This design comes from an exercise in tuning for small area, a short achievable clock period and few clock cycles per item on the open sky130 flow, not from production work. The RTL was checked by simulation tests, not by an equivalence proof against the original design.

zinc:
==> flow/design.v (excerpt) <==
module angle_slew_limiter_unit
(
    input  logic                                   clk,
    input  logic                                   rst_n,
    input  logic                                   cfg_valid,
    output logic                                   cfg_ready,
    input  logic [asl_pkg::RATE_W-1:0]             cfg_max_rate,
    input  logic                                   frame_valid,
    output logic                                   frame_ready,
    input  logic signed [asl_pkg::VEC_WIDTH-1:0]   frame_tgt_x,
    input  logic signed [asl_pkg::VEC_WIDTH-1:0]   frame_tgt_y,
    input  logic signed [asl_pkg::VEC_WIDTH-1:0]   frame_src_x,
    input  logic signed [asl_pkg::VEC_WIDTH-1:0]   frame_src_y,
    input  logic [asl_pkg::STAMP_W-1:0]            frame_stamp_us,
    output logic                                   result_valid,
    input  logic                                   result_ready,
    output logic signed [asl_pkg::OUT_ANGLE_W-1:0] result_angle,
    output logic                                   result_was_limited,
    output logic                                   result_was_held
);
Size: about 12000 cells after synthesis, about 150 I/O pins, ~0.11 mm^2 of cells after synthesis.
Settings: LEC_CHECK=0, ABC_AREA=1, ABC_CLOCK_PERIOD_IN_PS=4000, CAP_MARGIN=20, CORE_MARGIN=2, CORE_UTILIZATION=45, SETUP_SLACK_MARGIN=3.6, SLEW_MARGIN=20; clock period 7.5 ns.
run.sh (not shown) runs the stock make flow with config.mk's settings and CLKGATE_MAP_FILE= SYNTH_SCRIPT=/design/flow/synth_recipe.tcl, a recipe that flattens the netlist after the stock synthesis.
zinc ended with every stage complete and zero timing, DRC or antenna violations.
Testbench counts of zinc, summed over its fixed seeds: cycles 2,592, items 2,048.
Here is what was changed in the inputs of xenon compared with zinc.
Settings: ABC_CLOCK_PERIOD_IN_PS changed from 4000 to 4500; SETUP_SLACK_MARGIN changed from 3.6 to 3.3.
==> run summary <==
Compared to zinc, the router laid down less metal wire for xenon.
Summary of xenon over zinc: critical path depth saw an increase, worst hold slack after final layout dropped 11 ps, delay of the slowest cell on the worst path went up, final cell count went down.
Re final critical-path setup slack: xenon is 25 ps up on zinc.
The met1 track utilization from global routing of xenon exceeds that of zinc by 1.1 points.

========
angle_slew_limiter_unit, a different RTL version from the one above (not shown whole).
Size in the first run: ~12000 cells after synthesis, roughly 1900 flip-flops.
export LEC_CHECK = 0
export ABC_AREA = 1
export ABC_CLOCK_PERIOD_IN_PS = 4000
export CAP_MARGIN = 20
export CORE_MARGIN = 2
export CORE_UTILIZATION = 45
export CTS_BUF_LIST = sky130_fd_sc_hd__clkbuf_8
export CTS_CLUSTER_SIZE = 20
export SETUP_SLACK_MARGIN = 3.6
export SLEW_MARGIN = 20
create_clock -name core_clock -period 7.5 [get_ports {clk}]
The starting point completed without violations.
Testbench counts at the start, summed over its fixed seeds: cycles 2,592, items 2,048.
Edit:
CORE_UTILIZATION = 50   (was 45)
CTS_BUF_LIST = default   (was sky130_fd_sc_hd__clkbuf_8)
CTS_CLUSTER_SIZE = default   (was 20)
SETUP_SLACK_MARGIN = 3.8   (was 3.6)
=> Global-route usage rises by 1.9 points; register-to-register slack improves by 0.02 ns; worst setup slack improves by 0.022 ns; die area falls by roughly a tenth; routed wire length falls slightly; critical path depth is unchanged; cell count falls by a few percent.
Edit:
CORE_UTILIZATION = 45   (was 50)
SETUP_SLACK_MARGIN = 3.3   (was 3.8)
Setup slack got worse by 0.028 ns; routed wire length shrinks by 0.81%; clock skew barely changes; cell count grows by 0.53%; maximum frequency shrinks by 0.69%; cell area shrinks by 2.8%.

========
angle_slew_limiter_unit, a different RTL version from the one above (not shown whole).
Size in the first run: about 12000 cells after synthesis, roughly 1700 flip-flops, ~100000 sq um of cells after synthesis.
==> flow/config.mk <==
export PLATFORM = sky130hd
export DESIGN_NAME = angle_slew_limiter_unit
export DESIGN_NICKNAME = angle_slew_limiter_unit
export VERILOG_FILES = /design/flow/design.v
export SDC_FILE = /design/flow/constraint.sdc
export NUM_CORES = 4
export LEC_CHECK = 0
export ABC_AREA = 1
export ABC_CLOCK_PERIOD_IN_PS = 4000
export CAP_MARGIN = 20
export CORE_MARGIN = 2
export CORE_UTILIZATION = 45
export SETUP_SLACK_MARGIN = 3.5
export SLEW_MARGIN = 20
==> flow/constraint.sdc <==
create_clock -name core_clock -period 7.5 [get_ports {clk}]
set_input_delay 1.5000 -clock core_clock [delete_from_list [all_inputs] [get_ports {clk}]]
set_output_delay 1.5000 -clock core_clock [all_outputs]
set_load 0.01 [all_outputs]
The baseline produced a clean layout.
Testbench counts at the start, summed over its fixed seeds: cycles 2,560, items 2,048.
Change:
--- a/flow/config.mk
+++ b/flow/config.mk
@@ -9 +9 @@
-export ABC_CLOCK_PERIOD_IN_PS = 4000
+export ABC_CLOCK_PERIOD_IN_PS = 4500
@@ -13 +13 @@
-export SETUP_SLACK_MARGIN = 3.5
+export SETUP_SLACK_MARGIN = 3.3
Flip-flop and latch count is unchanged.
Clock-buffer cell count came out higher by 12.
Wire length drops by 1.5%.
Maximum frequency barely changes.
Core utilization fell by 0.96 points.
Cell count drops by 0.51%.
Global-route usage went down by 0.22 points.
Change:
--- a/flow/config.mk
+++ b/flow/config.mk
@@ -9 +9 @@
-export ABC_CLOCK_PERIOD_IN_PS = 4500
+export ABC_CLOCK_PERIOD_IN_PS = 4000
Effect:
- The changed run finished clean
- critical path depth does not change
- sequential share of layout area stays the same
- final area is unchanged
- synthesized cell count is unchanged
- via count does not change
- first-iteration DRC count is unchanged
- synthesized area is unchanged
- hold slack stays the same
- setup slack does not change
- core utilization does not change

port drivers added, routing unchanged:
The flow's constraints put no driver on any port. The routed layouts listed below were extracted and timed again, unchanged, in two steps. Step 1, drivers: a clkbuf_16 drives clk and a buf_2 each remaining input, both assumed. Step 2, shift: input delay + t, output delay - t, t = (earliest + latest rising clock arrival at the registers) / 2. This alone moves slack from input paths to output paths. a / b / c = ideal / step 1 / step 2; a / b = the first two.
run | shift t [ns] | setup WS [ns] | worst setup path at the end | latest minus earliest clock arrival (ns) | worst slew at a driven data input, ns
zinc | 0.949 | 3.307 / 3.307 / 2.870 | input to register | 0.053 / 0.054 | 0.08
xenon | 0.921 | 3.331 / 3.331 / 2.938 | input to register | 0.059 / 0.058 | 0.06
the first run of note 2 | 1.151 | 3.358 / 3.358 / 2.803 | input to register | 0.149 / 0.149 | 0.09
the second run of note 2 | 0.933 | 3.380 / 3.380 / 3.030 | input to register | 0.059 / 0.059 | 0.05
the third run of note 2 | 0.936 | 3.352 / 3.352 / 2.710 | input to register | 0.057 / 0.056 | 0.09
the first run of note 3 | 0.934 | 3.345 / 3.345 / 2.800 | input to register | 0.059 / 0.059 | 0.08
the second run of note 3 | 0.925 | 3.340 / 3.340 / 2.692 | input to register | 0.073 / 0.073 | 0.06
the third run of note 3 | 0.925 | 3.340 / 3.340 / 2.692 | input to register | 0.073 / 0.073 | 0.06
After both steps setup and hold are still met in every run listed.
